This design comes from an exercise in tuning for small area on the open sky130 flow, not from production work.
In this exercise RTL edits were held to simulation tests only and were not proved equivalent to the original.
Power and IR drop assume default switching activity.

==> flow/design.v <==
`default_nettype none
package video_pkg;
	typedef struct packed {
		logic [5:0] r;
		logic [5:0] g;
		logic [5:0] b;
	} rgb666_t;
	typedef struct packed {
		logic [7:0] h;
		logic [7:0] s;
		logic [7:0] v;
	} hsv_t;
	typedef struct packed {
		logic [10:0] hcount;
		logic [9:0] vcount;
		logic hsync;
		logic vsync;
		logic blank;
	} raster_t;
	typedef enum logic [1:0] {
		MODE_VIDEO = 2'd0,
		MODE_TRACK = 2'd1,
		MODE_CURSOR = 2'd2,
		MODE_HSV = 2'd3
	} overlay_mode_e;
endpackage
`default_nettype wire
`default_nettype none
package track_pkg;
	typedef struct packed {
		logic [10:0] x;
		logic [9:0] y;
	} pos_t;
	typedef struct packed {
		logic up;
		logic down;
		logic left;
		logic right;
	} buttons_t;
	typedef struct packed {
		logic [7:0] hue;
		pos_t pos;
	} readout_t;
endpackage
`default_nettype wire
`default_nettype none
module debounce (
	input wire logic clk,
	input wire logic rst,
	input wire logic raw,
	output logic clean
);
	localparam int CNT_W = $clog2(16);
	logic [CNT_W-1:0] cnt;
	logic differ;
	assign differ = raw ^ clean;
	always_ff @(posedge clk) begin
		if (rst || !differ) begin
			cnt <= '0;
		end else begin
			cnt <= cnt + 1'b1;
		end
	end
	always_ff @(posedge clk) begin
		if (rst) begin
			clean <= 1'b0;
		end else if (differ && (&cnt)) begin
			clean <= raw;
		end
	end
endmodule
`default_nettype wire
`default_nettype none
module cursor_mover (
	input wire logic clk,
	input wire logic rst,
	input wire logic step,
	input wire track_pkg::buttons_t buttons,
	output track_pkg::pos_t cursor
);
	logic y_at_max, x_at_max;
	logic y_inc, y_dec, x_inc, x_dec;
	assign y_at_max = cursor.y[9] & cursor.y[8];
	assign x_at_max = cursor.x[10];
	assign y_inc = buttons.down & ~y_at_max;
	assign y_dec = ~y_inc & buttons.up & (|cursor.y);
	assign x_inc = buttons.right & ~x_at_max;
	assign x_dec = ~x_inc & buttons.left & (|cursor.x);
	always_ff @(posedge clk) begin
		if (rst) begin
			cursor <= '0;
		end else if (step) begin
			if (y_inc | y_dec) cursor.y <= cursor.y + {{9{y_dec}}, 1'b1};
			if (x_inc | x_dec) cursor.x <= cursor.x + {{10{x_dec}}, 1'b1};
		end
	end
endmodule
`default_nettype wire
`default_nettype none
module sync_delay #(
	parameter int DEPTH = 22
) (
	input wire logic clk,
	input wire video_pkg::raster_t raster,
	output video_pkg::raster_t raster_del
);
	logic [23:0] pipe [DEPTH];
	always_ff @(posedge clk) begin
		pipe[0] <= raster;
		for (int i = 1; i < DEPTH; i++) begin
			pipe[i] <= pipe[i-1];
		end
	end
	assign raster_del = pipe[DEPTH-1];
endmodule
`default_nettype wire
`default_nettype none
module overlay_mixer (
	input wire logic clk,
	input wire logic rst,
	input wire video_pkg::overlay_mode_e mode,
	input wire video_pkg::raster_t raster,
	input wire logic [2:0] syncs_del,
	input wire video_pkg::rgb666_t pixel_in,
	input wire video_pkg::hsv_t hsv_in,
	input wire track_pkg::pos_t com_pos,
	input wire track_pkg::pos_t light_pos,
	input wire track_pkg::pos_t cursor,
	input wire logic com_ready,
	output video_pkg::rgb666_t pixel_out,
	output logic hsync_out,
	output logic vsync_out,
	output logic blank_out,
	output track_pkg::pos_t com_latched
);
	always_ff @(posedge clk) begin
		if (rst) begin
			com_latched <= '0;
		end else if (com_ready) begin
			com_latched <= com_pos;
		end
	end
	logic [11:0] dx;
	logic [10:0] dy;
	logic near_x, near_y;
	logic near_com;
	logic on_light;
	logic on_cursor;
	logic hue_ok;
	logic sv_ok;
	logic use_pixel;
	logic [5:0] c_r, c_g, c_b;
	assign dx = {1'b0, raster.hcount} - {1'b0, com_latched.x};
	assign dy = {1'b0, raster.vcount} - {1'b0, com_latched.y};
	assign near_x = (dx[11:2] == '0 && dx[1:0] != 2'b11) || (dx[11:1] == '1);
	assign near_y = (dy[10:2] == '0 && dy[1:0] != 2'b11) || (dy[10:1] == '1);
	assign near_com = near_x | near_y;
	assign on_light = (raster.hcount == light_pos.x) || (raster.vcount == light_pos.y);
	assign on_cursor = (raster.hcount == cursor.x) || (raster.vcount == cursor.y);
	assign hue_ok = (hsv_in.h >= 8'hEB) && (hsv_in.h <= 8'hFA);
	assign sv_ok = (hsv_in.s > 8'h88) && (hsv_in.v > 8'h88);
	always_comb begin
		use_pixel = 1'b0;
		c_r = '0;
		c_g = '0;
		c_b = '0;
		case (mode)
			video_pkg::MODE_TRACK: begin
				if (near_com) c_g = '1;
				else if (on_light) c_b = '1;
				else use_pixel = 1'b1;
			end
			video_pkg::MODE_CURSOR: begin
				if (on_cursor) c_g = '1;
				else if (on_light) c_b = '1;
				else use_pixel = 1'b1;
			end
			video_pkg::MODE_HSV: begin
				c_r = {6{hue_ok}};
				c_g = {6{hue_ok & sv_ok}};
				c_b = {6{sv_ok}};
			end
			default: use_pixel = 1'b1;
		endcase
	end
	always_ff @(posedge clk) begin
		if (rst) begin
			pixel_out <= '0;
			hsync_out <= 1'b0;
			vsync_out <= 1'b0;
			blank_out <= 1'b1;
		end else begin
			pixel_out <= (pixel_in & {18{use_pixel}}) | {c_r, c_g, c_b};
			if (mode == video_pkg::MODE_HSV) begin
				{hsync_out, vsync_out, blank_out} <= syncs_del;
			end else begin
				hsync_out <= raster.hsync;
				vsync_out <= raster.vsync;
				blank_out <= raster.blank;
			end
		end
	end
endmodule
`default_nettype wire
`default_nettype none
module readout_latch (
	input wire logic clk,
	input wire logic rst,
	input wire logic track_en,
	input wire track_pkg::pos_t pos_del,
	input wire video_pkg::hsv_t hsv_in,
	input wire track_pkg::pos_t com_latched,
	input wire track_pkg::pos_t cursor,
	output track_pkg::readout_t readout
);
	logic at_com;
	logic at_cursor;
	assign at_com = (pos_del == com_latched);
	assign at_cursor = (pos_del == cursor);
	always_ff @(posedge clk) begin
		if (rst) begin
			readout <= '0;
		end else if ((track_en && at_com) || at_cursor) begin
			readout.hue <= hsv_in.h;
			readout.pos <= pos_del;
		end
	end
endmodule
`default_nettype wire
`default_nettype none
module video_overlay (
	input wire logic clk,
	input wire logic rst,
	input wire logic [1:0] switches,
	input wire track_pkg::buttons_t buttons,
	input wire video_pkg::raster_t raster,
	input wire video_pkg::rgb666_t pixel_in,
	input wire video_pkg::hsv_t hsv_in,
	input wire track_pkg::pos_t com_pos,
	input wire track_pkg::pos_t light_pos,
	input wire logic com_ready,
	output video_pkg::rgb666_t pixel_out,
	output logic hsync_out,
	output logic vsync_out,
	output logic blank_out,
	output track_pkg::readout_t readout
);
	video_pkg::overlay_mode_e mode;
	logic track_en;
	wire track_pkg::buttons_t buttons_db;
	track_pkg::pos_t cursor;
	track_pkg::pos_t com_latched;
	video_pkg::raster_t raster_pipe;
	video_pkg::raster_t raster_del;
	assign mode = video_pkg::overlay_mode_e'(switches);
	assign track_en = switches[0];
	logic [2:0] step_cnt;
	logic [1:0] age;
	logic del_valid;
	always_ff @(posedge clk) begin
		if (rst) begin
			step_cnt <= '0;
			age <= '0;
		end else begin
			step_cnt <= step_cnt + 1'b1;
			if ((&step_cnt) && !(&age)) age <= age + 1'b1;
		end
	end
	assign del_valid = (&age) | (age[1] & step_cnt[2] & step_cnt[1]);
	for (genvar i = 0; i < 4; i++) begin : g_db
		debounce u_debounce (
			.clk(clk),
			.rst(rst),
			.raw(buttons[i]),
			.clean(buttons_db[i])
		);
	end
	cursor_mover u_cursor_mover (
		.clk(clk),
		.rst(rst),
		.step(step_cnt == '0),
		.buttons(buttons_db),
		.cursor(cursor)
	);
	sync_delay u_sync_delay (
		.clk(clk),
		.raster(raster),
		.raster_del(raster_pipe)
	);
	assign raster_del = raster_pipe & {24{del_valid}};
	overlay_mixer u_overlay_mixer (
		.clk(clk),
		.rst(rst),
		.mode(mode),
		.raster(raster),
		.syncs_del(raster_del[2:0]),
		.pixel_in(pixel_in),
		.hsv_in(hsv_in),
		.com_pos(com_pos),
		.light_pos(light_pos),
		.cursor(cursor),
		.com_ready(com_ready),
		.pixel_out(pixel_out),
		.hsync_out(hsync_out),
		.vsync_out(vsync_out),
		.blank_out(blank_out),
		.com_latched(com_latched)
	);
	readout_latch u_readout_latch (
		.clk(clk),
		.rst(rst),
		.track_en(track_en),
		.pos_del(raster_del[23:3]),
		.hsv_in(hsv_in),
		.com_latched(com_latched),
		.cursor(cursor),
		.readout(readout)
	);
endmodule
`default_nettype wire
==> flow/run.sh <==
#!/bin/bash
# synth_recipe.tcl (not shown) runs the flow's synth.tcl, then flattens the netlist and writes it again
# the make line also repeats each setting of config.mk as NAME=value (left out here)
make -C /OpenROAD-flow-scripts/flow DESIGN_CONFIG=/design/flow/config.mk WORK_HOME=/design/flow/orfs CLKGATE_MAP_FILE= SYNTH_SCRIPT=/design/flow/synth_recipe.tcl finish
==> flow/config.mk <==
export PLATFORM = sky130hd
export DESIGN_NAME = video_overlay
export DESIGN_NICKNAME = video_overlay
export VERILOG_FILES = /design/flow/design.v
export SDC_FILE = /design/flow/constraint.sdc
export NUM_CORES = 4
export LEC_CHECK = 0
export CAP_MARGIN = 20
export CORE_MARGIN = 2
export CORE_UTILIZATION = 40
export CTS_BUF_LIST = sky130_fd_sc_hd__clkbuf_4 sky130_fd_sc_hd__clkbuf_2
export SLEW_MARGIN = 20
==> flow/constraint.sdc <==
create_clock -name core_clock -period 6.0 [get_ports {clk}]
set_input_delay 1.2000 -clock core_clock [delete_from_list [all_inputs] [get_ports {clk}]]
set_output_delay 1.2000 -clock core_clock [all_outputs]
set_load 0.01 [all_outputs]
==> results of run 1 <==
## Yosys cell counts (4+ instances only)
| library cell | count | share of area, % |
|---|---|---|
| a31oi_1 | 22 | 0.75 |
| a21o_1 | 9 | 0.37 |
| o31ai_1 | 4 | 0.16 |
| and3_1 | 4 | 0.14 |
| or2_2 | 11 | 0.37 |
| a211oi_1 | 8 | 0.33 |
| nand3_1 | 13 | 0.35 |
| clkbuf_1 | 26 | 0.53 |
| o311ai_0 | 6 | 0.29 |
| nor4b_1 | 8 | 0.38 |
| nor3_1 | 16 | 0.44 |
| mux2i_1 | 41 | 2.2 |
| fa_1 | 4 | 0.44 |
| o21a_1 | 6 | 0.24 |
| nand4_1 | 16 | 0.54 |
| xnor2_1 | 58 | 2.8 |
| o32ai_1 | 21 | 1.0 |
| nor2b_1 | 14 | 0.48 |
| xor2_1 | 38 | 1.8 |
| nor4bb_1 | 7 | 0.38 |
| nand2b_1 | 19 | 0.65 |
| inv_1 | 65 | 1.3 |
| a21oi_1 | 50 | 1.4 |
| nor4_1 | 14 | 0.48 |
| buf_4 | 4 | 0.16 |
| dfxtp_1 | 645 | 70 |
| a21boi_0 | 4 | 0.16 |
| buf_1 | 7 | 0.14 |
| nor2_1 | 132 | 2.7 |
| nand2_1 | 53 | 1.1 |
| nand3b_1 | 14 | 0.57 |
| o21ai_0 | 31 | 0.84 |
| ha_1 | 46 | 3.1 |
| o31a_1 | 4 | 0.19 |
## worst max-delay path, stage by stage
cell and delay (ns):
clkdlybuf4s50_1 0.65, inv_1 0.08, ha_1 0.23, fa_1 0.41, nand2b_2 0.21, a21boi_0 0.38, o21ai_0 0.13, a21oi_1 0.17
nand4_1 0.14, nor4_1 0.74, nor4_2 0.15, a211oi_4 0.59, o311ai_0 0.20
## cell families (layout without fill, tap and decap cells)
family	Yosys count	in the layout
AO/OA/AOI/OAI	202	202
AND/OR/NAND/NOR	339	339
buffers and inverters	107	504
adder cells (fa/ha/maj)	50	50
other	0	5
XOR/XNOR	96	96
multiplexers	42	42
flip-flops	645	645
## routing by layer
layer / GRT usage, % / share of wire (%) / wire length (um) / up-vias
met1: 21.4 / 47 / 17700 / 5352
met4: 5.90 / 1.5 / 564 / 0
met3: 5.89 / 8.0 / 3020 / 52
met5: 0 / 0 / 0 / -
li1: - / - / - / 5705
met2: 23.8 / 43 / 16300 / 323
## per-stage QoR
step	cells	power [W]	hold slack, ns	cell area (sq um)	setup WS (ns)
after floorplan	1481	0.00486	0.310	18400	2.10
after global placement	2214	0.00505	0.310	20700	0.474
after detailed placement	2214	0.00506	0.312	20700	0.398
after CTS	2478	0.00847	0.280	22600	1.37
after global routing	2482	0.00877	0.280	22600	1.04
final	2483	0.00830	0.296	22600	1.37
## worst max-delay path by stage
stage,start,to,slack [ns]
final,raster[13],u_overlay_mixer.pixel_out[7],1.37
after global routing,raster[13],u_overlay_mixer.pixel_out[10],1.04
after floorplan,raster[13],u_overlay_mixer.pixel_out[0],2.10
after global placement,raster[13],u_overlay_mixer.pixel_out[10],0.47
after CTS,raster[13],u_overlay_mixer.pixel_out[7],1.37
after detailed placement,raster[13],u_overlay_mixer.pixel_out[7],0.40
## power breakdown
group	switching (W)	total, W	internal [W]
sequential	0.0000797	0.00458	0.00450
clock	0.00157	0.00334	0.00177
combinational	0.000188	0.000387	0.000199
## flip-flops by register name, summed over array words and instances, names as in the netlist, 2 cells and up
signal and flops:
step_cnt 3, u_sync_delay.pipe 528, age 2, u_overlay_mixer.com_latched 21
u_overlay_mixer.pixel_out 18, u_readout_latch.readout 29, g_db.u_debounce.cnt 16, g_db.u_debounce.clean 4
u_cursor_mover.cursor 21
## area by class of cell
cell class / count / area share, %
sequential: 645 / 57.1
multi-input combinational: 729 / 22.4
timing repair buffer: 175 / 7.63
clock buffer: 225 / 7.47
tap: 600 / 3.32
inverter: 65 / 1.08
clock inverter: 39 / 0.990
antenna: 5 / 0.0553
==> impl_metrics.toml, run 1 <==
[status]
status = "timing/DRC/antenna clean"

[synth]
syn_area_per_cell_sq_um = 12.4
post_synth_inst_count = 1481
yosysSeqAreaShare_pct = 70.2
multiplexer_share_of_the_synthesized_area_pct = 2.29
synth.distinct_cells = 77
synth.ff_latch_count = 645
synthesis.yosys.warnings = 7
postSynthNetCount = 1648
synth_compound_area_share_pct = 7.68
edff_count_synth = 0
synth_xor_xnor_area_share_pct = 4.57
synthesis.area_sq_um = 18400
synth_adder_area_share_pct = 3.56
synth_simple_gate_area_share_pct = 9.35
postSynth.asyncResetShare_pct = 0
main_combinational_cell_family_by_area_after_synthesis = "simple AND/OR/NAND/NOR gates"
synth_flop_cell = "dfxtp_1"

[global_route]
overflow = 0
global_route.usage.total_pct = 16.1
number_of_antenna_violations_at_the_first_check_in_global_routing = 2
global_route_wire_length_before_repair_um = 58300
grt_pass1_vias = 11055
grt_max_degree = 65

[critical_path]
worst-r2r-setup-slack_ns = 2.04
r2r.worst_path.cells = 11
worstReg2RegEnd = "u_overlay_mixer.pixel_out[7]"
worst_ep_required_time_ns = 6.68
critical_path.endpoint_type = "flop"
start_kind = "input port"
cp.arrival_ns = 5.31
crit_path_max_fanout = 18
worstSetupPathType = "input port to flop"
worstReg2RegStart = "u_overlay_mixer.com_latched[10]"

[sta]
maxClockFrequency_ghz = 0.216
timing.final.crit_period_ns = 4.63
timing.final.setup_violations = 0
unrepaired_setup_endpoints_after_global_routing = "no"
slew_headroom_pct = 24.8
setup-tns-final_ns = 0
tightest_slew_ns = 1.12
final_max_slew_viol_count = 0
timing.final.crit_share_pct = 77.2
hold_viol_final = 0
final.setup_skew_ns = 0.0428

[clock_tree]
tritoncts = "built"
cts.clk_slew.worst_paths_ns = 0.06
post_cts_buffers = 0
cts_resized = 0
clk-insertion-delay-late_ns = 0.87
cts.path.max_buffers = 3
numCtsBuffers = 155
cts.sink_count = 645
cts.hold.buffers_added = 0
cts_root_buf = "clkbuf_4"
ctsHtreeMaxLevel = 4

[die]
pin_count = 167
die-width_um = 218
floorplan.die.height_um = 218
effective_utilization_at_floorplan_pct = 40.5
placementRows = 78
die_area_sq_um = 47700
core_area_sq_um = 45400

[finish]
n_fill_cell = 4148
multi_input_area_sq_um = 5070
fin_util_pct = 49.9
nets = 1938
area_growth_syn_to_layout_pct = 23.0
sequential_cell_area_in_the_final_layout_sq_um = 12900
layout_common_cells = "dfxtp_1, clkbuf_4, clkdlybuf4s50_1"
layout_commonest_cell = "dfxtp_1"
drive_above_1_share_pct = 14.9

[detailed_routing]
iteration_0_drc_markers = 655
routed_via_density = 4.60
antenna_violating_nets_post_route = 0
drtPass1Iterations = 5
totalWireLength_um = 37500
via_count = 11432
wl_per_cell_um = 15.1
remaining_drc_errors = 0

[run]
cap_viol_max_count = 0

[placed_design]
dpl.hpwl_um = 26300
gp_routability_congestion = 0.903
number_of_buffers_inserted_by_port_buffering = 166

[min_path]
hold_start = "u_sync_delay.pipe[8][17]"
hold_path_depth = 0
hold_class = "flop to flop"
hold_endpoint = "u_sync_delay.pipe[9][17]"

[pwr]
max-vdd-ir-drop_uv = 222
pwr_density_nw_per_um2 = 367
static-leakage-power_nw = 9.30
==> run 2: changes to the inputs <==
--- a/flow/config.mk
+++ b/flow/config.mk
@@ -8,5 +8,4 @@
 export CAP_MARGIN = 20
 export CORE_MARGIN = 2
 export CORE_UTILIZATION = 40
-export CTS_BUF_LIST = sky130_fd_sc_hd__clkbuf_4 sky130_fd_sc_hd__clkbuf_2
 export SLEW_MARGIN = 20
==> run 2 against run 1 <==
  * Power up 9.3%
  * Routed wire length down 1.3%
  * Sequential cell count unchanged
  * Maximum frequency is 5.0% lower
  * Global-route usage is 0.50 points lower
  * Die area unchanged
  * Sequential power hardly changed
  * Critical path type unchanged
  * Critical endpoint unchanged
  * Highest routed layer unchanged
==> impl_metrics.toml, run 2 <==
[sta]
timing.final.crit_share_pct = 81.3
layout_setup_ws_ns = 1.12
slew_headroom_pct = 24.8
unrepaired_setup_endpoints_after_global_routing = "no"
timing.final.crit_period_ns = 4.88
tightest_slew_ns = 1.12
maxClockFrequency_ghz = 0.205
final.setup_skew_ns = 0.0266
timing.final.setup_violations = 0
final_max_slew_viol_count = 0
hold_viol_final = 0
setup-tns-final_ns = 0

[die]
core_area_sq_um = 45400
pin_count = 167
die-width_um = 218
die_area_sq_um = 47700
effective_utilization_at_floorplan_pct = 40.5
placementRows = 78
floorplan.die.height_um = 218

[detailed_routing]
drtPass1Iterations = 5
iteration_0_drc_markers = 653
antenna_violating_nets_post_route = 0
via_count = 10890
totalWireLength_um = 37000
wl_per_cell_um = 15.9
remaining_drc_errors = 0
routed_via_density = 4.68

[critical_path]
start_kind = "input port"
worst_ep_required_time_ns = 6.44
critical_path.max_stage_delay_ns = 0.76
cp.arrival_ns = 5.32
crit_path_max_fanout = 18
cp_cell_sequence = "clkdlybuf4s50_1 > inv_1 > ha_1 > fa_1 > nand2b_2 > a21o_1 > a32oi_2 > xnor2_1 > nand4_1 > nor4_1 > nor4_2 > a211oi_4 > o311ai_0"
worst-r2r-setup-slack_ns = 2.01
slowest_stage = "nor4_1"
worst-path-buf-inv = 2
worstSetupPathType = "input port to flop"
critical_path.endpoint_type = "flop"
worst_path_dominant_cell_family = "compound AO/OA/AOI/OAI gates"

[global_route]
grt_max_degree = 65
grt_pass1_vias = 10259
overflow = 0
global_route_wire_length_before_repair_um = 56900
global_route.usage.total_pct = 15.6
number_of_antenna_violations_at_the_first_check_in_global_routing = 0

[placed_design]
post-place-cells = 2214
placed_cell_area_sq_um = 20700
gp_routability_congestion = 0.903
dpl.hpwl_um = 26300
number_of_buffers_inserted_by_port_buffering = 166
dp_worst_setup_slack_ns = 0.398

[synth]
netlist.top_cell.by_area = "dfxtp_1"
yosysTopAreaCellShare_pct = 70.2
synthesis.area_sq_um = 18400
most_common_cell_in_the_synthesized_netlist = "dfxtp_1"
synth_flop_cell = "dfxtp_1"
syn_area_per_cell_sq_um = 12.4
yosysSeqAreaShare_pct = 70.2
post_synth_most_frequent_cells = "dfxtp_1, nor2_1, inv_1"
edff_count_synth = 0
post_synth_inst_count = 1481
postSynthNetCount = 1648
synth.distinct_cells = 77
synth.ff_latch_count = 645
postSynth.asyncResetShare_pct = 0
synthesis.yosys.warnings = 7
post_synth_main_area_contributors = "dfxtp_1, ha_1, xnor2_1, nor2_1, mux2i_1"

[clock_tree]
tritoncts = "built"
clk-insertion-delay-late_ns = 0.62
cts.hold.buffers_added = 0
cts_resized = 0
cts.clk_slew.worst_paths_ns = 0.06
cts.path.max_buffers = 3
numCtsBuffers = 61
cts_root_buf = "clkbuf_16"
post_cts_buffers = 0
cts.sink_count = 645
ctsHtreeMaxLevel = 2

[status]
status = "timing/DRC/antenna clean"

[pwr]
static-leakage-power_nw = 9.29
pwr_density_nw_per_um2 = 395
max-vdd-ir-drop_uv = 241

[finish]
layout_common_cells = "dfxtp_1, clkdlybuf4s50_1, nor2_1"
nets = 1844
layout_commonest_cell = "dfxtp_1"
multi_input_area_sq_um = 5070
largest_register = "u_sync_delay.pipe"
drive_above_1_share_pct = 8.22
post_route_standard_cell_area_excluding_fillers_sq_um = 22900
fin_cells = 2329
largest_reg_flops = 528
sequential_cell_area_in_the_final_layout_sq_um = 12900
n_fill_cell = 3992
fin_util_pct = 50.6
largestRegisters = "u_sync_delay.pipe: 528 flops, u_readout_latch.readout: 29 flops"
area_growth_syn_to_layout_pct = 24.7

[run]
cap_viol_max_count = 0

[min_path]
hold_class = "flop to flop"
-- run 2: cell count changes in the layout (fill, tap and decap cells not counted) --
cell | previous run | this run
bufinv_16 | 1 | 11
clkbuf_1 | 0 | 8
clkbuf_16 | 0 | 61
clkbuf_4 | 225 | 0
clkbuf_8 | 0 | 15
clkinv_1 | 22 | 0
clkinv_2 | 5 | 8
clkinv_4 | 2 | 4
clkinv_8 | 0 | 3
clkinvlp_4 | 8 | 1
diode_2 | 5 | 2
inv_6 | 1 | 2
-- run 2: stage by stage --
| stage | power, W | hold slack [ns] |
|---|---|---|
| 2_1_floorplan | 0.00486 | 0.310 |
| 3_3_place_gp | 0.00505 | 0.310 |
| 3_5_place_dp | 0.00506 | 0.312 |
| 4_1_cts | 0.00920 | 0.304 |
| 5_1_grt | 0.00944 | 0.313 |
| 6_report | 0.00908 | 0.308 |
-- run 2: cell families after synthesis --
family	share of synthesized area, %
buffers and inverters	2.37
xor gates and xnor gates	4.57
and+or+nand+nor	9.35
DFF	70.2
AOI/OAI and AO/OA	7.68
adders and majority gates	3.56
muxes	2.29
-- run 2: routing by layer --
layer | routed length, um | up-vias | global-route usage [%] | part of all wire [%]
met5 | 0 | - | 0 | 0
met4 | 886 | 0 | 5.71 | 2.4
met3 | 2410 | 61 | 3.65 | 6.5
met2 | 15800 | 271 | 23.3 | 43
met1 | 18000 | 5142 | 21.8 | 48
li1 | - | 5416 | - | -
-- run 2: cell type report --
type / count / share of cell area, %
clock inverters: 29 / 2.09
flip-flops and latches: 645 / 56.3
clock buffers: 84 / 7.68
inverters: 65 / 1.06
repair buffers: 175 / 7.52
diodes: 2 / 0.0218
well taps: 600 / 3.27
multi-input cells: 729 / 22.1
-- run 2: report_power, final --
part	internal [W]	switching, W	total [W]
logic	0.000199	0.000188	0.000387
clock network	0.00254	0.00158	0.00411
registers	0.00450	0.0000799	0.00458
total	0.00723	0.00184	0.00908
-- run 2: worst paths after layout --
path,endpoint,cells after the start,from
max,u_overlay_mixer.pixel_out[7],13,raster[13]
min,u_sync_delay.pipe[20][8],0,u_sync_delay.pipe[19][8]
max reg2reg,u_cursor_mover.cursor[20],15,u_cursor_mover.cursor[14]
min reg2reg,u_sync_delay.pipe[20][8],0,u_sync_delay.pipe[19][8]
==> run 3: changes to the inputs <==
==> flow/flow/run.sh (new file) <==
#!/bin/bash
# standard layout, with minimum-size port buffers and a leaner clock tree
set -euo pipefail
export BUFFER_PORTS_ARGS="-buffer_cell sky130_fd_sc_hd__buf_1"
export CTS_ARGS="-sink_clustering_enable -repair_clock_nets -dont_use_dummy_load -buf_list sky130_fd_sc_hd__clkbuf_16 -sink_clustering_size 30 -sink_clustering_max_diameter 60"
bash standard.sh > standard_flow.log 2>&1
==> flow/standard.sh (new file) <==
#!/bin/bash
# synth_recipe.tcl (not shown) runs the flow's synth.tcl, then flattens the netlist and writes it again
# the make line also repeats each setting of config.mk as NAME=value (left out here)
make -C /OpenROAD-flow-scripts/flow DESIGN_CONFIG=/design/flow/config.mk WORK_HOME=/design/flow/orfs CLKGATE_MAP_FILE= SYNTH_SCRIPT=/design/flow/synth_recipe.tcl "${@:-finish}"
--- a/flow/config.mk
+++ b/flow/config.mk
@@ -5,6 +5,7 @@
 export SDC_FILE = /design/flow/constraint.sdc
 export NUM_CORES = 4
 export LEC_CHECK = 0
+export ABC_AREA = 1
 export CAP_MARGIN = 20
 export CORE_MARGIN = 2
 export CORE_UTILIZATION = 40
removed: flow/run.sh
==> run 3 against run 2 <==
  * Non-clock buffer count down 3
  * Via count up 2.8%
  * Maximum frequency up 39%
  * Sequential share of layout area up 6.4 points
  * Largest power group unchanged
  * Still clean on timing, DRC and antenna
  * Die area up 0.38%
  * First-iteration DRC count down 4.1%
  * Highest routed layer unchanged
  * Critical path type unchanged
  * Final cell count up 6.7%
  * Synthesized area up 0.38%
  * Synthesized cell count up 15%
==> impl_metrics.toml, run 3 <==
[sta]
maxClockFrequency_ghz = 0.284
unrepaired_setup_endpoints_after_global_routing = "no"
timing.final.crit_period_ns = 3.52
hold_viol_final = 0
slew_headroom_pct = 40.9
setup-tns-final_ns = 0
timing.final.setup_violations = 0
final.setup_skew_ns = 0.0649
tightest_slew_ns = 0.887
final_max_slew_viol_count = 0
hold-worst-slack_ns = 0.272
timing.final.crit_share_pct = 58.7

[detailed_routing]
drtPass1Iterations = 4
routed_via_density = 4.50
antenna_violating_nets_post_route = 0
remaining_drc_errors = 0
iteration_0_drc_markers = 626
via_count = 11190
wl_per_cell_um = 14.6
totalWireLength_um = 36200

[placed_design]
placed_cell_area_sq_um = 19700
gp_routability_congestion = 0.823
dpl.hpwl_um = 26300
number_of_buffers_inserted_by_port_buffering = 166

[min_path]
hold_class = "flop to flop"

[run]
cap_viol_max_count = 0

[clock_tree]
clk-insertion-delay-late_ns = 0.57
cts.sink_count = 645
ctsHtreeMaxLevel = 2
cts_root_buf = "clkbuf_16"
numCtsBuffers = 36
cts_resized = 0
post_cts_buffers = 0
cts.path.max_buffers = 3
tritoncts = "built"
cts.hold.buffers_added = 0
cts.clk_slew.worst_paths_ns = 0.10

[finish]
layout_commonest_cell = "dfxtp_1"
nets = 2054
largestRegisters = "u_sync_delay.pipe: 528 flops, u_readout_latch.readout: 29 flops"
post_route_standard_cell_area_excluding_fillers_sq_um = 20600
diodes = 0
largest_reg_flops = 528
area_growth_syn_to_layout_pct = 11.6
largest_register = "u_sync_delay.pipe"
drive_above_1_share_pct = 3.87
layout_common_cells = "dfxtp_1, nand2_1, buf_1"

[synth]
most_common_cell_in_the_synthesized_netlist = "dfxtp_1"
synth.distinct_cells = 37
synth.ff_latch_count = 645
post_synth_most_frequent_cells = "dfxtp_1, nand2_1, inv_1"
yosysTopAreaCellShare_pct = 69.9
synthesis.yosys.warnings = 7
netlist.top_cell.by_area = "dfxtp_1"
post_synth_inst_count = 1707
syn_area_per_cell_sq_um = 10.8
synthesis.area_sq_um = 18500
edff_count_synth = 0
postSynthNetCount = 1874
yosysSeqAreaShare_pct = 69.9
synth_flop_cell = "dfxtp_1"
postSynth.asyncResetShare_pct = 0
post_synth_main_area_contributors = "dfxtp_1, nand2_1, ha_1, inv_1, xor2_1"

[critical_path]
worst_ep_required_time_ns = 6.41
cp.arrival_ns = 3.94
crit_path_max_fanout = 6
critPathLaunch = "raster[3]"
timing.critical_path.to = "u_overlay_mixer.pixel_out[3]"
worst-r2r-setup-slack_ns = 2.70
worstReg2RegStart = "u_cursor_mover.cursor[1]"
worstSetupPathType = "input port to flop"
r2r.worst_path.cells = 14
worstReg2RegEnd = "u_cursor_mover.cursor[9]"
start_kind = "input port"
critical_path.endpoint_type = "flop"

[pwr]
share_clk_of_total_power_pct = 32.0
max-vdd-ir-drop_uv = 240
p_int_w = 0.00569
share_comb_of_total_power_pct = 5.0
p_sw_w = 0.00153
power.share.sequential_pct = 63.0
pwr_density_nw_per_um2 = 350
switching_share_pct = 21.2
static-leakage-power_nw = 8.89

[die]
die_area_sq_um = 47900
placementRows = 78
core_area_sq_um = 45500
die-width_um = 219
effective_utilization_at_floorplan_pct = 40.6
pin_count = 167
floorplan.die.height_um = 219

[global_route]
global_route.usage.total_pct = 15.3
overflow = 0
grt_pass1_vias = 10736
number_of_antenna_violations_at_the_first_check_in_global_routing = 0
grt_max_degree = 52
global_route_wire_length_before_repair_um = 56600

[status]
status = "timing/DRC/antenna clean"
run 3: changes by cell type after synthesis, moves of 25 or more:
cell / before / now
nand2_1: 53 / 248
o21ai_0: 31 / 66
mux2i_1: 41 / 0
xor2_1: 38 / 63
nand3_1: 13 / 71
xnor2_1: 58 / 16
inv_1: 65 / 150
a21oi_1: 50 / 107
run 3: area by class of cell:
cell class	count	area (sq um)
timing repair buffer	172	668
sequential	645	12900
clock buffer	36	901
inverter	160	601
tap	600	751
multi-input combinational	872	4780
fill	4323	24900
run 3: kinds of logic (layout without fill, tap and decap cells):
group	count (synthesis)	count (layout)	share of synthesized area, %
buffers and inverters	190	368	4.20
adders and majority gates	50	50	3.55
and+or+nand+nor	550	550	13.2
AOI/OAI and AO/OA	193	193	5.43
DFF	645	645	69.9
xor gates and xnor gates	79	79	3.75
run 3: worst min path at each step:
stage                                   from                  endpoint  slack, ns  cells after the start
finish              u_sync_delay.pipe[1][14]  u_sync_delay.pipe[2][14]       0.27                      0
global route        u_sync_delay.pipe[1][14]  u_sync_delay.pipe[2][14]       0.27                      0
CTS                 u_sync_delay.pipe[1][14]  u_sync_delay.pipe[2][14]       0.27                      0
detailed placement  u_sync_delay.pipe[3][12]  u_sync_delay.pipe[4][12]       0.31                      0
global placement    u_sync_delay.pipe[3][11]  u_sync_delay.pipe[4][11]       0.31                      0
floorplan            u_sync_delay.pipe[9][0]  u_sync_delay.pipe[10][0]       0.31                      0
run 3: power groups by stage:
stage                     logic, W  clock network, W  registers, W
final                     0.000358           0.00231       0.00455
after global routing      0.000414           0.00257       0.00457
after CTS                 0.000361           0.00242       0.00455
after detailed placement  0.000360                 0       0.00465
after global placement    0.000357                 0       0.00464
after floorplan           0.000230                 0       0.00463
run 3: layer usage:
metal	vias to the layer above	global-route usage, %	share of wire (%)
met5	-	0	0
met4	0	4.62	2.5
met3	58	3.35	5.7
met2	232	23.2	43
met1	5138	21.8	49
li1	5762	-	-
run 3: worst max-delay path: stages:
cell and delay [ns]:
buf_1 0.22, inv_1 0.10, ha_1 0.24, fa_1 0.39, inv_1 0.10, nand2_1 0.09
nand2_1 0.11, nand3_1 0.13, nand2_1 0.11, nand2_1 0.05, nand2_1 0.05, nand3_1 0.08
nor2_1 0.11, nand3_1 0.09, nand2_1 0.17, nor2_1 0.13, a21oi_1 0.40, a21oi_1 0.14
run 3: through the flow:
step	setup WS (ns)	utilization, %	std cells	power (W)
floorplan	2.83	-	1707	0.00486
global placement	2.11	43.3	2449	0.00500
detailed placement	1.93	43.3	2449	0.00501
CTS	2.51	45.3	2485	0.00733
global route	2.15	45.3	2485	0.00756
finish	2.48	45.3	2485	0.00722
==> run 4: changes to the inputs <==
==> flow/flow/run.sh (replaced) <==
#!/bin/bash
# standard layout, with minimum-size port buffers and a leaner clock tree
set -euo pipefail
export BUFFER_PORTS_ARGS="-buffer_cell sky130_fd_sc_hd__buf_1"
export CTS_ARGS="-sink_clustering_enable -repair_clock_nets -dont_use_dummy_load -buf_list sky130_fd_sc_hd__clkbuf_4 -sink_clustering_size 12 -sink_clustering_max_diameter 40"
bash standard.sh > standard_flow.log 2>&1
--- a/flow/config.mk
+++ b/flow/config.mk
@@ -5,7 +5,6 @@
 export SDC_FILE = /design/flow/constraint.sdc
 export NUM_CORES = 4
 export LEC_CHECK = 0
-export ABC_AREA = 1
 export CAP_MARGIN = 20
 export CORE_MARGIN = 2
 export CORE_UTILIZATION = 40
==> run 4 against run 3 <==
  * Clock skew increased by 0.0054 ns
  * Via count decreased by 3.3%
  * Clock power decreased by 21%
  * Still clean
  * Global-route usage about the same
  * Sequential cell count unchanged
  * Maximum frequency decreased by 17%
  * Highest routed layer unchanged
  * Non-clock buffer count unchanged
  * Critical endpoint is now u_overlay_mixer.pixel_out[9]
==> impl_metrics.toml, run 4 <==
[critical_path]
worst_ep_required_time_ns = 6.56
cp.arrival_ns = 4.82
crit_path_max_fanout = 18
cp_cell_sequence = "buf_1 > inv_1 > ha_1 > fa_1 > nand2b_2 > a21o_1 > a32oi_2 > xnor2_1 > nand4_1 > nor4_1 > buf_4 > nor4_2 > a211oi_4 > o311ai_0"
critical_path.endpoint_type = "flop"
critical_path.max_stage_delay_ns = 0.61
worst-path-buf-inv = 3
start_kind = "input port"
worst_path_dominant_cell_family = "compound AO/OA/AOI/OAI gates"
critical_path_depth = 14
r2r.worst_path.cells = 15
worstSetupPathType = "input port to flop"
slowest_stage = "a211oi_4"

[finish]
largestRegisters = "u_sync_delay.pipe: 528 flops, u_readout_latch.readout: 29 flops"
multi_input_area_sq_um = 5070
drive_above_1_share_pct = 6.75
layout_common_cells = "dfxtp_1, buf_1, nor2_1"
nets = 1858
sequential_cell_area_in_the_final_layout_sq_um = 12900
fin_cells = 2293
largest_reg_flops = 528
area_growth_syn_to_layout_pct = 10.1
n_fill_cell = 4261
layout_commonest_cell = "dfxtp_1"
largest_register = "u_sync_delay.pipe"

[synth]
most_common_cell_in_the_synthesized_netlist = "dfxtp_1"
yosysSeqAreaShare_pct = 70.2
synth.ff_latch_count = 645
post_synth_inst_count = 1481
postSynthNetCount = 1648
post_synth_main_area_contributors = "dfxtp_1, ha_1, xnor2_1, nor2_1, mux2i_1"
edff_count_synth = 0
synth.distinct_cells = 77
netlist.top_cell.by_area = "dfxtp_1"
postSynth.asyncResetShare_pct = 0
yosysTopAreaCellShare_pct = 70.2
synthesis.area_sq_um = 18400
synth_flop_cell = "dfxtp_1"
synthesis.yosys.warnings = 7
syn_area_per_cell_sq_um = 12.4
post_synth_most_frequent_cells = "dfxtp_1, nor2_1, inv_1"

[global_route]
grt_util_met2_pct = 22.1
number_of_antenna_violations_at_the_first_check_in_global_routing = 2
grt_pass1_vias = 10082
global_route_wire_length_before_repair_um = 55300
grt_max_degree = 69
met3_usage_pct = 4.43
globalRoute.busiestLayer = "met2"
use_met1_pct = 21.3
global_route.usage.total_pct = 15.3
overflow = 0

[pwr]
share_comb_of_total_power_pct = 4.8
static-leakage-power_nw = 8.10
p_sw_w = 0.00149
max-vdd-ir-drop_uv = 269
p_int_w = 0.00523
share_clk_of_total_power_pct = 27.1
switching_share_pct = 22.1
pwr_density_nw_per_um2 = 331
report.power.total_w = 0.00671
power.share.sequential_pct = 68.1

[detailed_routing]
iteration_0_drc_markers = 598
antenna_violating_nets_post_route = 0
routed_via_density = 4.72
via_count = 10820
wl_per_cell_um = 15.8
remaining_drc_errors = 0
drtPass1Iterations = 7
totalWireLength_um = 36300

[die]
core_area_sq_um = 45400
floorplan.die.height_um = 218
effective_utilization_at_floorplan_pct = 40.5
die_area_sq_um = 47700
die-width_um = 218
placementRows = 78
pin_count = 167

[clock_tree]
cts_root_buf = "clkbuf_4"
cts.sink_count = 645
cts.clk_slew.worst_paths_ns = 0.07
tritoncts = "built"
cts.path.max_buffers = 3
clk-insertion-delay-late_ns = 0.81
ctsHtreeMaxLevel = 3
cts_resized = 0
post_cts_buffers = 0
cts.hold.buffers_added = 0
numCtsBuffers = 78

[sta]
maxClockFrequency_ghz = 0.235
timing.final.setup_violations = 0
unrepaired_setup_endpoints_after_global_routing = "no"
timing.final.crit_share_pct = 70.9
hold-worst-slack_ns = 0.252
setup-tns-final_ns = 0
final.setup_skew_ns = 0.0703
slew_headroom_pct = 30.0
tightest_slew_ns = 1.04
timing.final.crit_period_ns = 4.26
hold_viol_final = 0
final_max_slew_viol_count = 0

[placed_design]
dpl.hpwl_um = 26100
number_of_buffers_inserted_by_port_buffering = 166
post-place-cells = 2211
gp_routability_congestion = 0.859

[min_path]
hold_class = "flop to flop"
hold_path_depth = 0

[run]
cap_viol_max_count = 0

[status]
status = "timing/DRC/antenna clean"
[run 4: cell types whose count changed after synthesis, moves of 35 or more]
cell     before  now
xnor2_1      16   58
mux2i_1       0   41
nand2_1     248   53
nand3_1      71   13
inv_1       150   65
a21oi_1     107   50
o21ai_0      66   31
[run 4: worst paths after layout]
| kind | end | from | slack (ns) |
|---|---|---|---|
| worst max register to register | u_cursor_mover.cursor[20] | u_cursor_mover.cursor[15] | 2.07 |
| worst min register to register | u_sync_delay.pipe[14][14] | u_sync_delay.pipe[13][14] | 0.25 |
| worst min-delay path | u_sync_delay.pipe[14][14] | u_sync_delay.pipe[13][14] | 0.25 |
| worst max-delay path | u_overlay_mixer.pixel_out[9] | raster[13] | 1.74 |
[run 4: cell type report]
| cell class | count | area share [%] |
|---|---|---|
| Tap cell | 600 | 3.71 |
| Inverter | 65 | 1.20 |
| Antenna cell | 4 | 0.0494 |
| Multi-Input combinational cell | 729 | 25.1 |
| Sequential cell | 645 | 63.8 |
| Clock buffer | 78 | 2.89 |
| Timing Repair Buffer | 172 | 3.32 |
[run 4: cell families (layout without fill, tap and decap cells)]
kind of cell             count (synthesis)  count (layout)  synth area share, %
AO/OA/AOI/OAI                          202             202                 7.68
XOR/XNOR                                96              96                 4.57
adder cells (fa/ha/maj)                 50              50                 3.56
buffers and inverters                  107             315                 2.37
flip-flops                             645             645                 70.2
multiplexers                            42              42                 2.29
other                                    0               4                    0
AND/OR/NAND/NOR                        339             339                 9.35
[run 4: layer usage]
layer,routed length [um],up-vias
li1,-,5422
met1,17500,5017
met2,15200,302
met3,2560,79
met4,1100,0
met5,0,-
[run 4: through the flow]
stage / setup slack, ns / utilization, % / cell area, sq um
finish: 1.74 / 44.6 / 20200
global route: 1.58 / 44.6 / 20200
CTS: 1.81 / 44.6 / 20200
detailed placement: 0.970 / 43.3 / 19600
global placement: 1.09 / 43.3 / 19600
floorplan: 2.10 / - / 18400
[run 4: power groups by stage]
stage / Clock, W / Sequential (W) / Combinational (W)
floorplan: 0 / 0.00464 / 0.000216
global placement: 0 / 0.00467 / 0.000321
detailed placement: 0 / 0.00467 / 0.000323
CTS: 0.00194 / 0.00458 / 0.000325
global route: 0.00211 / 0.00460 / 0.000360
finish: 0.00182 / 0.00457 / 0.000323
[run 4: worst register-to-register path: cells and delay by family (launching register included)]
kind	cells	cell delay, ns
AO/OA/AOI/OAI	6	1.05
XOR/XNOR	1	0.14
adder cells (fa/ha/maj)	1	0.43
buffers and inverters	1	0.20
flip-flops	1	0.58
multiplexers	1	0.33
AND/OR/NAND/NOR	5	1.08
==> run 5: changes to the inputs <==
--- a/flow/config.mk
+++ b/flow/config.mk
@@ -7,5 +7,5 @@
 export LEC_CHECK = 0
 export CAP_MARGIN = 20
 export CORE_MARGIN = 2
-export CORE_UTILIZATION = 40
+export CORE_UTILIZATION = 70
 export SLEW_MARGIN = 20
==> run 5 against run 4 <==
  * Still clean on timing, DRC and antenna
  * Global-route usage is 10 points higher
  * Die area fell by 42%
  * Register-to-register slack hardly changed
  * Final cell count shrank 12%
  * Power shrank 1.6%
  * Routed wire length shrank 3.3%
  * Sequential power barely moved
  * Sequential cell count did not move
  * First-iteration DRC count grew 56%
  * Largest power group unchanged
==> impl_metrics.toml, run 5 <==
[clock_tree]
post_cts_buffers = 0
clk-insertion-delay-late_ns = 0.72
cts.path.max_buffers = 3
cts_resized = 0
cts.clk_slew.worst_paths_ns = 0.11
cts_root_buf = "clkbuf_4"
cts.hold.buffers_added = 0
cts.sink_count = 645
tritoncts = "built"
numCtsBuffers = 68
ctsHtreeMaxLevel = 3

[sta]
timing.final.crit_share_pct = 73.2
unrepaired_setup_endpoints_after_global_routing = "no"
hold-worst-slack_ns = 0.252
hold_viol_final = 0
slew_headroom_pct = 38.5
timing.final.setup_violations = 0
final.setup_skew_ns = 0.101
layout_setup_ws_ns = 1.61
setup-tns-final_ns = 0
timing.final.crit_period_ns = 4.39
maxClockFrequency_ghz = 0.228
tightest_slew_ns = 0.914
final_max_slew_viol_count = 0

[synth]
synth.ff_latch_count = 645
synthesis.area_sq_um = 18400
synthesis.yosys.warnings = 7
yosysTopAreaCellShare_pct = 70.2
syn_area_per_cell_sq_um = 12.4
post_synth_inst_count = 1481
postSynthNetCount = 1648
edff_count_synth = 0
yosysSeqAreaShare_pct = 70.2
post_synth_most_frequent_cells = "dfxtp_1, nor2_1, inv_1"
synth.distinct_cells = 77
post_synth_main_area_contributors = "dfxtp_1, ha_1, xnor2_1, nor2_1, mux2i_1"
postSynth.asyncResetShare_pct = 0
synth_flop_cell = "dfxtp_1"
most_common_cell_in_the_synthesized_netlist = "dfxtp_1"
netlist.top_cell.by_area = "dfxtp_1"

[finish]
nets = 1847
layout_commonest_cell = "dfxtp_1"
n_fill_cell = 1662
multi_input_area_sq_um = 5070
largest_register = "u_sync_delay.pipe"
layout_common_cells = "dfxtp_1, buf_1, nor2_1"
area_growth_syn_to_layout_pct = 7.77
largest_reg_flops = 528
drive_above_1_share_pct = 6.14
fin_cells = 2015
sequential_cell_area_in_the_final_layout_sq_um = 12900
largestRegisters = "u_sync_delay.pipe: 528 flops, u_readout_latch.readout: 29 flops"

[critical_path]
worst-r2r-setup-slack_ns = 2.06
worstReg2RegEnd = "u_cursor_mover.cursor[20]"
cp_cell_sequence = "buf_1 > inv_1 > ha_1 > fa_1 > nand2b_2 > a21o_1 > a32oi_2 > xnor2_1 > nand4_1 > nor4_1 > nor4_2 > a211oi_4 > o311ai_0"
worstReg2RegStart = "u_cursor_mover.cursor[20]"
cp.arrival_ns = 4.91
worst_ep_required_time_ns = 6.52
start_kind = "input port"
slowest_stage = "nor4_1"
worstSetupPathType = "input port to flop"
critical_path.max_stage_delay_ns = 0.71
crit_path_max_fanout = 18
r2r.worst_path.cells = 15
critical_path.endpoint_type = "flop"

[detailed_routing]
via_count = 11072
iteration_0_drc_markers = 934
antenna_violating_nets_post_route = 0
totalWireLength_um = 35100
drtPass1Iterations = 6
remaining_drc_errors = 0
wl_per_cell_um = 17.4
routed_via_density = 5.49

[status]
status = "timing/DRC/antenna clean"

[pwr]
max-vdd-ir-drop_uv = 283
report.power.total_w = 0.00660
static-leakage-power_nw = 8.05
pwr_density_nw_per_um2 = 333

[die]
floorplan.die.height_um = 166
pin_count = 167
die_area_sq_um = 27600
placementRows = 59
core_area_sq_um = 25900
effective_utilization_at_floorplan_pct = 71.0
die-width_um = 166

[placed_design]
dpl.hpwl_um = 25300
post-place-cells = 1945
number_of_buffers_inserted_by_port_buffering = 166
dp_worst_setup_slack_ns = 0.927
gp_routability_congestion = 0.924

[min_path]
hold_start = "u_sync_delay.pipe[6][6]"
hold_class = "flop to flop"
hold_path_depth = 0
hold_endpoint = "u_sync_delay.pipe[7][6]"

[global_route]
overflow = 0
global_route_wire_length_before_repair_um = 54900
grt_pass1_vias = 10830
grt_max_degree = 89
global_route.usage.total_pct = 25.3
number_of_antenna_violations_at_the_first_check_in_global_routing = 1

[run]
cap_viol_max_count = 0
-- run 5: cell counts after synthesis --
Identical to the previous run, type by type.
-- run 5: layout make-up --
type                       count  share of cell area [%]
inverter                      65                    1.23
clock buffer                  68                    2.57
tap                          335                    2.11
multi-input combinational    729                    25.6
sequential                   645                    65.1
antenna                        2                  0.0252
timing repair buffer         171                    3.36
-- run 5: worst max-delay path, delay by kind of cell --
kind	cells	cell delay (ns)
adder cells (fa/ha/maj)	2	0.63
AO/OA/AOI/OAI	4	1.31
AND/OR/NAND/NOR	4	1.20
buffers and inverters	2	0.37
XOR/XNOR	1	0.18
-- run 5: kinds of logic after synthesis --
logic type | after synthesis | synth area share [%]
compound gates | 202 | 7.68
fa+ha+maj | 50 | 3.56
mux | 42 | 2.29
buf+inv | 107 | 2.37
flops | 645 | 70.2
simple gates | 339 | 9.35
xor+xnor | 96 | 4.57
-- run 5: metrics by stage --
stage / utilization [%] / cell area, sq um
floorplan: - / 18400
global placement: 74.5 / 19300
detailed placement: 74.5 / 19300
CTS: 76.5 / 19800
global route: 76.5 / 19800
finish: 76.5 / 19800
-- run 5: layer usage --
layer	part of all wire (%)	up-vias	wire, um	GRT usage [%]
met5	0	-	0	0
met4	3.0	0	1070	9.57
met3	8.3	92	2900	5.46
met2	45	425	15900	40.4
met1	43	5164	15300	34.3
li1	-	5391	-	-
-- run 5: worst max path at each step --
stage                          start                      endpoint  slack [ns]
after global routing      raster[13]  u_overlay_mixer.pixel_out[9]        1.40
after CTS                 raster[13]  u_overlay_mixer.pixel_out[8]        1.68
after detailed placement  raster[13]  u_overlay_mixer.pixel_out[9]        0.93
after floorplan           raster[13]  u_overlay_mixer.pixel_out[0]        2.10
final                     raster[13]  u_overlay_mixer.pixel_out[8]        1.61
after global placement    raster[13]  u_overlay_mixer.pixel_out[8]        1.09
-- run 5: report_power, final --
part           switching, W  total [W]  internal, W  leakage (nW)
clock network       0.00117    0.00170     0.000526         0.313
logic              0.000191   0.000327     0.000136          2.32
registers         0.0000843    0.00458      0.00449          5.41
==> run 6: changes to the inputs <==
==> flow/flow/run.sh (replaced) <==
#!/bin/bash
# standard layout, with minimum-size port buffers and a leaner clock tree
set -euo pipefail
export BUFFER_PORTS_ARGS="-buffer_cell sky130_fd_sc_hd__buf_1"
export CTS_ARGS="-sink_clustering_enable -repair_clock_nets -dont_use_dummy_load -buf_list sky130_fd_sc_hd__clkbuf_8 -sink_clustering_size 20 -sink_clustering_max_diameter 50"
bash standard.sh > standard_flow.log 2>&1
--- a/flow/config.mk
+++ b/flow/config.mk
@@ -5,7 +5,8 @@
 export SDC_FILE = /design/flow/constraint.sdc
 export NUM_CORES = 4
 export LEC_CHECK = 0
+export ABC_AREA = 1
 export CAP_MARGIN = 20
 export CORE_MARGIN = 2
-export CORE_UTILIZATION = 70
+export CORE_UTILIZATION = 40
 export SLEW_MARGIN = 20
==> run 6 against run 5 <==
  * Still clean
  * Synthesized area grew 0.38%
  * Maximum frequency grew 28%
  * Synthesized cell count is 15% higher
  * Global-route usage fell by 10 points
  * Largest cell class unchanged
==> impl_metrics.toml, run 6 <==
[clock_tree]
post_cts_buffers = 0
tritoncts = "built"
cts.path.max_buffers = 3
cts.clk_slew.worst_paths_ns = 0.11
cts.hold.buffers_added = 0
cts_root_buf = "clkbuf_8"
cts_resized = 0
numCtsBuffers = 47
cts.sink_count = 645
clk-insertion-delay-late_ns = 0.65
ctsHtreeMaxLevel = 2

[pwr]
static-leakage-power_nw = 8.79
max-vdd-ir-drop_uv = 235
report.power.total_w = 0.00681
pwr_density_nw_per_um2 = 335

[sta]
timing.final.setup_violations = 0
hold-worst-slack_ns = 0.256
hold_viol_final = 0
slew_headroom_pct = 40.7
final_max_slew_viol_count = 0
maxClockFrequency_ghz = 0.292
unrepaired_setup_endpoints_after_global_routing = "no"
timing.final.crit_period_ns = 3.42
timing.final.crit_share_pct = 57.0
tightest_slew_ns = 0.890
setup-tns-final_ns = 0
final.setup_skew_ns = 0.0908

[critical_path]
critical_path.most_common_cell = "nand2_1"
critical_path.max_stage_delay_ns = 0.40
worstSetupPathType = "input port to flop"
cp.arrival_ns = 3.90
worst_ep_required_time_ns = 6.48
critical_path.endpoint_type = "flop"
cp_cell_sequence = "buf_1 > inv_1 > ha_1 > fa_1 > inv_1 > nand2_1 > nand2_1 > nand3_1 > nand2_1 > nand2_1 > nand2_1 > nand3_1 > nor2_1 > nand3_1 > nand2_1 > nor2_1 > a21oi_1 > a21oi_1"
crit_path_max_fanout = 6
slowest_stage = "a21oi_1"
start_kind = "input port"

[synth]
synthesis.yosys.warnings = 7
post_synth_main_area_contributors = "dfxtp_1, nand2_1, ha_1, inv_1, xor2_1"
edff_count_synth = 0
synthesis.area_sq_um = 18500
synth_flop_cell = "dfxtp_1"
synth.ff_latch_count = 645
most_common_cell_in_the_synthesized_netlist = "dfxtp_1"
post_synth_inst_count = 1707
post_synth_most_frequent_cells = "dfxtp_1, nand2_1, inv_1"
postSynth.asyncResetShare_pct = 0
postSynthNetCount = 1874
syn_area_per_cell_sq_um = 10.8
synth.distinct_cells = 37
yosysSeqAreaShare_pct = 69.9
yosysTopAreaCellShare_pct = 69.9
netlist.top_cell.by_area = "dfxtp_1"

[detailed_routing]
remaining_drc_errors = 0
drtPass1Iterations = 4
wl_per_cell_um = 14.5
antenna_violating_nets_post_route = 0
routed_via_density = 4.50
totalWireLength_um = 36100
via_count = 11226
iteration_0_drc_markers = 614

[global_route]
global_route_wire_length_before_repair_um = 57000
global_route.usage.total_pct = 15.3
met3_usage_pct = 3.30
grt_pass1_vias = 10831
number_of_antenna_violations_at_the_first_check_in_global_routing = 0
use_met1_pct = 21.8
grt_util_met2_pct = 23.7
globalRoute.busiestLayer = "met2"
grt_max_degree = 52
overflow = 0

[die]
floorplan.die.height_um = 219
pin_count = 167
die_area_sq_um = 47900
placementRows = 78
effective_utilization_at_floorplan_pct = 40.6
die-width_um = 219
core_area_sq_um = 45500

[finish]
drive_above_1_share_pct = 4.43
layout_common_cells = "dfxtp_1, nand2_1, buf_1"
largest_reg_flops = 528
diodes = 0
post_route_standard_cell_area_excluding_fillers_sq_um = 20400
largest_register = "u_sync_delay.pipe"
area_growth_syn_to_layout_pct = 10.2
nets = 2065
fin_util_pct = 44.8
layout_commonest_cell = "dfxtp_1"
largestRegisters = "u_sync_delay.pipe: 528 flops, u_readout_latch.readout: 29 flops"

[status]
status = "timing/DRC/antenna clean"

[placed_design]
number_of_buffers_inserted_by_port_buffering = 166
placed_cell_area_sq_um = 19700
dpl.hpwl_um = 26300
gp_routability_congestion = 0.823

[run]
cap_viol_max_count = 0

[min_path]
hold_class = "flop to flop"
==> run 6: metal layers <==
metal / vias up / wire, um / part of all wire, %
met5: - / 0 / 0
met4: 0 / 697 / 1.9
met3: 50 / 1930 / 5.3
met2: 223 / 15500 / 43
met1: 5174 / 17900 / 50
li1: 5779 / - / -
==> run 6: final cells by class <==
type / count / area (sq um)
well taps: 600 / 751
multi-input cells: 872 / 4780
clock buffers: 47 / 647
inverters: 160 / 601
flip-flops and latches: 645 / 12900
fillers: 4363 / 25100
repair buffers: 172 / 668
==> run 6: worst paths after layout <==
path                                               start  depth (start not counted)                      endpoint  slack [ns]
worst max-delay path                           raster[3]                         18  u_overlay_mixer.pixel_out[0]        2.58
worst min-delay path            u_sync_delay.pipe[3][11]                          0      u_sync_delay.pipe[4][11]        0.26
worst max register to register  u_cursor_mover.cursor[1]                         14      u_cursor_mover.cursor[9]        2.75
worst min register to register  u_sync_delay.pipe[3][11]                          0      u_sync_delay.pipe[4][11]        0.26
==> run 6: logic make-up after synthesis <==
kind of cell,after synthesis,synth area share [%]
and+or+nand+nor,550,13.2
AOI/OAI and AO/OA,193,5.43
DFF,645,69.9
buffers and inverters,190,4.20
adders and majority gates,50,3.55
xor gates and xnor gates,79,3.75
==> run 6: critical path: cells and delay by family <==
| kind | cells | cell delay, ns |
|---|---|---|
| AO/OA/AOI/OAI | 2 | 0.52 |
| adder cells (fa/ha/maj) | 2 | 0.63 |
| buffers and inverters | 3 | 0.42 |
| AND/OR/NAND/NOR | 11 | 1.12 |
==> run 6: report_power, final <==
| part | switching [W] | total [W] | leakage (nW) | internal (W) |
|---|---|---|---|---|
| logic | 0.000234 | 0.000359 | 3.04 | 0.000125 |
| clock network | 0.00120 | 0.00191 | 0.338 | 0.000702 |
| registers | 0.0000551 | 0.00455 | 5.41 | 0.00449 |
| total | 0.00149 | 0.00681 | 8.79 | 0.00532 |
==> run 6: stage by stage <==
step | std cells | worst slack (ns)
final | 2496 | 2.58
after global routing | 2496 | 2.29
after CTS | 2496 | 2.64
after detailed placement | 2449 | 1.93
after global placement | 2449 | 2.11
after floorplan | 1707 | 2.83
==> run 7: changes to the inputs <==
--- a/flow/design.v
+++ b/flow/design.v
@@ -78,20 +78,27 @@
 	input wire track_pkg::buttons_t buttons,
 	output track_pkg::pos_t cursor
 );
-	logic y_at_max, x_at_max;
 	logic y_inc, y_dec, x_inc, x_dec;
-	assign y_at_max = cursor.y[9] & cursor.y[8];
-	assign x_at_max = cursor.x[10];
-	assign y_inc = buttons.down & ~y_at_max;
-	assign y_dec = ~y_inc & buttons.up & (|cursor.y);
-	assign x_inc = buttons.right & ~x_at_max;
-	assign x_dec = ~x_inc & buttons.left & (|cursor.x);
+	assign y_inc = step & buttons.down & ~(cursor.y[9] & cursor.y[8]);
+	assign y_dec = step & ~y_inc & buttons.up & (|cursor.y);
+	assign x_inc = step & buttons.right & ~cursor.x[10];
+	assign x_dec = step & ~x_inc & buttons.left & (|cursor.x);
+	logic [10:0] y_t;
+	logic [11:0] x_t;
+	assign y_t[0] = y_inc | y_dec;
+	assign x_t[0] = x_inc | x_dec;
+	for (genvar i = 0; i < 10; i++) begin : g_yt
+		assign y_t[i+1] = y_t[i] & (cursor.y[i] ^ y_dec);
+	end
+	for (genvar i = 0; i < 11; i++) begin : g_xt
+		assign x_t[i+1] = x_t[i] & (cursor.x[i] ^ x_dec);
+	end
 	always_ff @(posedge clk) begin
 		if (rst) begin
 			cursor <= '0;
-		end else if (step) begin
-			if (y_inc | y_dec) cursor.y <= cursor.y + {{9{y_dec}}, 1'b1};
-			if (x_inc | x_dec) cursor.x <= cursor.x + {{10{x_dec}}, 1'b1};
+		end else begin
+			cursor.y <= cursor.y ^ y_t[9:0];
+			cursor.x <= cursor.x ^ x_t[10:0];
 		end
 	end
 endmodule
@@ -140,8 +147,6 @@
 			com_latched <= com_pos;
 		end
 	end
-	logic [11:0] dx;
-	logic [10:0] dy;
 	logic near_x, near_y;
 	logic near_com;
 	logic on_light;
@@ -150,10 +155,8 @@
 	logic sv_ok;
 	logic use_pixel;
 	logic [5:0] c_r, c_g, c_b;
-	assign dx = {1'b0, raster.hcount} - {1'b0, com_latched.x};
-	assign dy = {1'b0, raster.vcount} - {1'b0, com_latched.y};
-	assign near_x = (dx[11:2] == '0 && dx[1:0] != 2'b11) || (dx[11:1] == '1);
-	assign near_y = (dy[10:2] == '0 && dy[1:0] != 2'b11) || (dy[10:1] == '1);
+	near2 #(.W(11)) u_near_x (.a(raster.hcount), .b(com_latched.x), .near(near_x));
+	near2 #(.W(10)) u_near_y (.a(raster.vcount), .b(com_latched.y), .near(near_y));
 	assign near_com = near_x | near_y;
 	assign on_light = (raster.hcount == light_pos.x) || (raster.vcount == light_pos.y);
 	assign on_cursor = (raster.hcount == cursor.x) || (raster.vcount == cursor.y);
@@ -201,12 +204,27 @@
 		end
 	end
 endmodule
+module near2 #(parameter int W = 11) (
+	input wire logic [W-1:0] a,
+	input wire logic [W-1:0] b,
+	output logic near
+);
+	logic [W:0] bw;
+	logic [W-1:0] d;
+	assign bw[0] = 1'b0;
+	for (genvar i = 0; i < W; i++) begin : g_b
+		assign d[i] = a[i] ^ b[i] ^ bw[i];
+		assign bw[i+1] = (~a[i] & b[i]) | (~(a[i] ^ b[i]) & bw[i]);
+	end
+	assign near = bw[W] ? (&d[W-1:1]) : ((d[W-1:2] == '0) && !(d[1] && d[0]));
+endmodule
 `default_nettype wire
 `default_nettype none
 module readout_latch (
 	input wire logic clk,
 	input wire logic rst,
 	input wire logic track_en,
+	input wire logic del_valid,
 	input wire track_pkg::pos_t pos_del,
 	input wire video_pkg::hsv_t hsv_in,
 	input wire track_pkg::pos_t com_latched,
@@ -215,14 +233,14 @@
 );
 	logic at_com;
 	logic at_cursor;
-	assign at_com = (pos_del == com_latched);
-	assign at_cursor = (pos_del == cursor);
+	assign at_com = del_valid ? (pos_del == com_latched) : (com_latched == '0);
+	assign at_cursor = del_valid ? (pos_del == cursor) : (cursor == '0);
 	always_ff @(posedge clk) begin
 		if (rst) begin
 			readout <= '0;
 		end else if ((track_en && at_com) || at_cursor) begin
 			readout.hue <= hsv_in.h;
-			readout.pos <= pos_del;
+			readout.pos <= pos_del & {21{del_valid}};
 		end
 	end
 endmodule
@@ -287,7 +305,7 @@
 		.raster(raster),
 		.raster_del(raster_pipe)
 	);
-	assign raster_del = raster_pipe & {24{del_valid}};
+	assign raster_del = {raster_pipe[23:3], raster_pipe[2:0] & {3{del_valid}}};
 	overlay_mixer u_overlay_mixer (
 		.clk(clk),
 		.rst(rst),
@@ -310,6 +328,7 @@
 		.clk(clk),
 		.rst(rst),
 		.track_en(track_en),
+		.del_valid(del_valid),
 		.pos_del(raster_del[23:3]),
 		.hsv_in(hsv_in),
 		.com_latched(com_latched),
==> flow/flow/run.sh (replaced) <==
#!/bin/bash
# standard layout, with minimum-size port buffers and a leaner clock tree
set -euo pipefail
export BUFFER_PORTS_ARGS="-buffer_cell sky130_fd_sc_hd__buf_1"
export CTS_ARGS="-sink_clustering_enable -repair_clock_nets -dont_use_dummy_load -buf_list sky130_fd_sc_hd__clkbuf_4 -sink_clustering_size 12 -sink_clustering_max_diameter 40"
bash standard.sh > standard_flow.log 2>&1
--- a/flow/config.mk
+++ b/flow/config.mk
@@ -5,8 +5,7 @@
 export SDC_FILE = /design/flow/constraint.sdc
 export NUM_CORES = 4
 export LEC_CHECK = 0
-export ABC_AREA = 1
 export CAP_MARGIN = 20
 export CORE_MARGIN = 2
-export CORE_UTILIZATION = 40
+export CORE_UTILIZATION = 50
 export SLEW_MARGIN = 20
==> run 7 against run 6 <==
  * Sequential share of layout area increased by 5.9 points
  * Synthesized area decreased by 8.6%
  * Maximum frequency decreased by 42%
  * Combinational power decreased by about 30%
  * Highest routed layer unchanged
  * Critical path depth increased by 4
  * Synthesized cell count decreased by 30%
  * Largest cell class unchanged
==> impl_metrics.toml, run 7 <==
[status]
status = "timing/DRC/antenna clean"

[die]
die_area_sq_um = 35300
die-width_um = 188
placementRows = 67
effective_utilization_at_floorplan_pct = 50.6

[critical_path]
slowest_stage = "fa_1"
worst-path-buf-inv = 5
worstSetupPathType = "input port to flop"
cp.arrival_ns = 6.52
start_kind = "input port"
critPathLaunch = "raster[3]"
critical_path.max_stage_delay_ns = 0.43
worstReg2RegStart = "u_overlay_mixer.com_latched[10]"
cp_cell_sequence = "buf_1 > inv_1 > ha_1 > inv_1 > fa_1 > fa_1 > fa_2 > fa_1 > fa_2 > fa_2 > fa_2 > fa_1 > inv_1 > fa_1 > nor4b_1 > nand3_1 > o41ai_4 > nor4_4 > nand2_1 > a221oi_4 > buf_6 > a21o_1"
crit_path_max_fanout = 9
critical_path.most_common_cell = "fa_1"

[synth]
post_synth_inst_count = 1187
netlist.top_cell.by_area = "dfxtp_1"
post_synth_main_area_contributors = "dfxtp_1, xnor2_1, fa_1, mux2i_1, nor2_1"
synth.ff_latch_count = 645
yosysTopAreaCellShare_pct = 76.5
postSynth.asyncResetShare_pct = 0
synthesis.yosys.warnings = 7
postSynthNetCount = 1333
synth_flop_cell = "dfxtp_1"
syn_area_per_cell_sq_um = 14.2
yosysSeqAreaShare_pct = 76.5
synthesis.area_sq_um = 16900

[clock_tree]
cts.sink_count = 645
cts_root_buf = "clkbuf_4"
cts.clk_slew.worst_paths_ns = 0.11
tritoncts = "built"

[placed_design]
dpl.hpwl_um = 20900
gp_routability_congestion = 0.866
number_of_buffers_inserted_by_port_buffering = 166

[finish]
fin_util_pct = 55.8
largestRegisters = "u_sync_delay.pipe: 528 flops, u_readout_latch.readout: 29 flops"
multi_input_area_sq_um = 3680
n_fill_cell = 2917
largest_reg_flops = 528
nets = 1555
area_growth_syn_to_layout_pct = 10.3
sequential_cell_area_in_the_final_layout_sq_um = 12900

[sta]
final.setup_skew_ns = 0.127
timing.final.crit_period_ns = 5.90
setup-tns-final_ns = 0
maxClockFrequency_ghz = 0.169
final_max_slew_viol_count = 0
hold_viol_final = 0
tightest_slew_ns = 1.01
timing.final.crit_share_pct = 98.4
slew_headroom_pct = 32.7
timing.final.setup_violations = 0
unrepaired_setup_endpoints_after_global_routing = "yes"

[min_path]
hold_start = "u_sync_delay.pipe[17][19]"

[pwr]
p_int_w = 0.00515
power.share.sequential_pct = 69.7
switching_share_pct = 21.3
static-leakage-power_nw = 7.54

[global_route]
global_route_wire_length_before_repair_um = 46400
grt_pass1_vias = 8627
number_of_antenna_violations_at_the_first_check_in_global_routing = 1
overflow = 0
grt_max_degree = 43

[detailed_routing]
antenna_violating_nets_post_route = 0
via_count = 8665
iteration_0_drc_markers = 403
remaining_drc_errors = 0
routed_via_density = 4.67
totalWireLength_um = 29400

[run]
cap_viol_max_count = 0
## run 7: cell types whose count changed in the layout (fill, tap and decap cells not counted), sizes merged, moves of 35 or more
cell / before / now
xor2: 63 / 26
ha: 46 / 10
o21ai: 68 / 9
a21oi: 108 / 12
nor2: 138 / 83
mux2i: 0 / 35
xnor2: 16 / 94
inv: 155 / 33
nand2: 258 / 18
nand3: 72 / 19
## run 7: layout make-up
class | instances | share of cell area [%]
Tap cell | 448 | 3.01
Timing Repair Buffer | 187 | 4.25
Clock buffer | 71 | 2.86
Sequential cell | 645 | 69.3
Inverter | 33 | 0.732
Antenna cell | 1 | 0.0134
Multi-Input combinational cell | 471 | 19.8
## run 7: repair_timing
item | 4_1_cts | 5_1_grt
buffers inserted | 0 | 0
hold buffers | 0 | 0
setup endpoints to repair | 0 | 18
resized for setup | 0 | 8
## run 7: final timing paths
kind	slack (ns)	cells past startpoint	end
setup reg to reg	0.35	22	u_overlay_mixer.pixel_out[14]
setup / recovery	0.1	22	u_overlay_mixer.pixel_out[14]
hold / removal	0.27	0	u_sync_delay.pipe[18][19]
hold reg to reg	0.27	0	u_sync_delay.pipe[18][19]
## run 7: cell families (layout without fill, tap and decap cells)
group                    after synthesis  count (layout)  synth area share [%]
AO/OA/AOI/OAI                         83              83                  3.93
XOR/XNOR                             120             120                  6.23
adder cells (fa/ha/maj)               29              29                  2.99
buffers and inverters                 71             291                  2.06
flip-flops                           645             645                  76.5
multiplexers                          35              35                  2.08
other                                  0               1                     0
AND/OR/NAND/NOR                      204             204                  6.23
## run 7: routing by layer
metal / global-route usage, % / part of all wire, %
met4: 6.97 / 2.5
met2: 26.6 / 45
met5: 0 / 0
met3: 3.72 / 6.4
met1: 23.2 / 46
## run 7: power groups by stage
stage,combinational (W),clock (W),sequential (W)
after floorplan,0.000136,0,0.00464
after global placement,0.000247,0,0.00466
after detailed placement,0.000249,0,0.00466
after CTS,0.000251,0.00183,0.00457
after global routing,0.000276,0.00200,0.00459
final,0.000250,0.00174,0.00456
## run 7: stage by stage
stage / total power, W / setup WS, ns / hold WS, ns / cell area [sq um] / cells
6_report: 0.00655 / 0.0976 / 0.272 / 18600 / 1856
5_1_grt: 0.00687 / -0.0104 / 0.270 / 18600 / 1856
4_1_cts: 0.00665 / 0.00392 / 0.268 / 18600 / 1854
3_5_place_dp: 0.00491 / -0.754 / 0.312 / 18000 / 1783
3_3_place_gp: 0.00491 / -0.654 / 0.310 / 18000 / 1783
2_1_floorplan: 0.00478 / -0.246 / 0.310 / 16900 / 1187
## run 7: worst register-to-register path, delay by kind of cell, from the launching register on
kind | cells | cell delay [ns]
fa+ha+maj | 11 | 3.63
compound gates | 4 | 0.75
flops | 1 | 0.48
simple gates | 3 | 0.47
buf+inv | 4 | 0.31

Check on run 7: ideal ports give 0.098 ns setup slack; a clkbuf_16 on the clock port and buf_2 on the inputs give 0.120 ns; moving port delays by the midpoint clock arrival (0.695 ns) as well gives -0.574 ns.
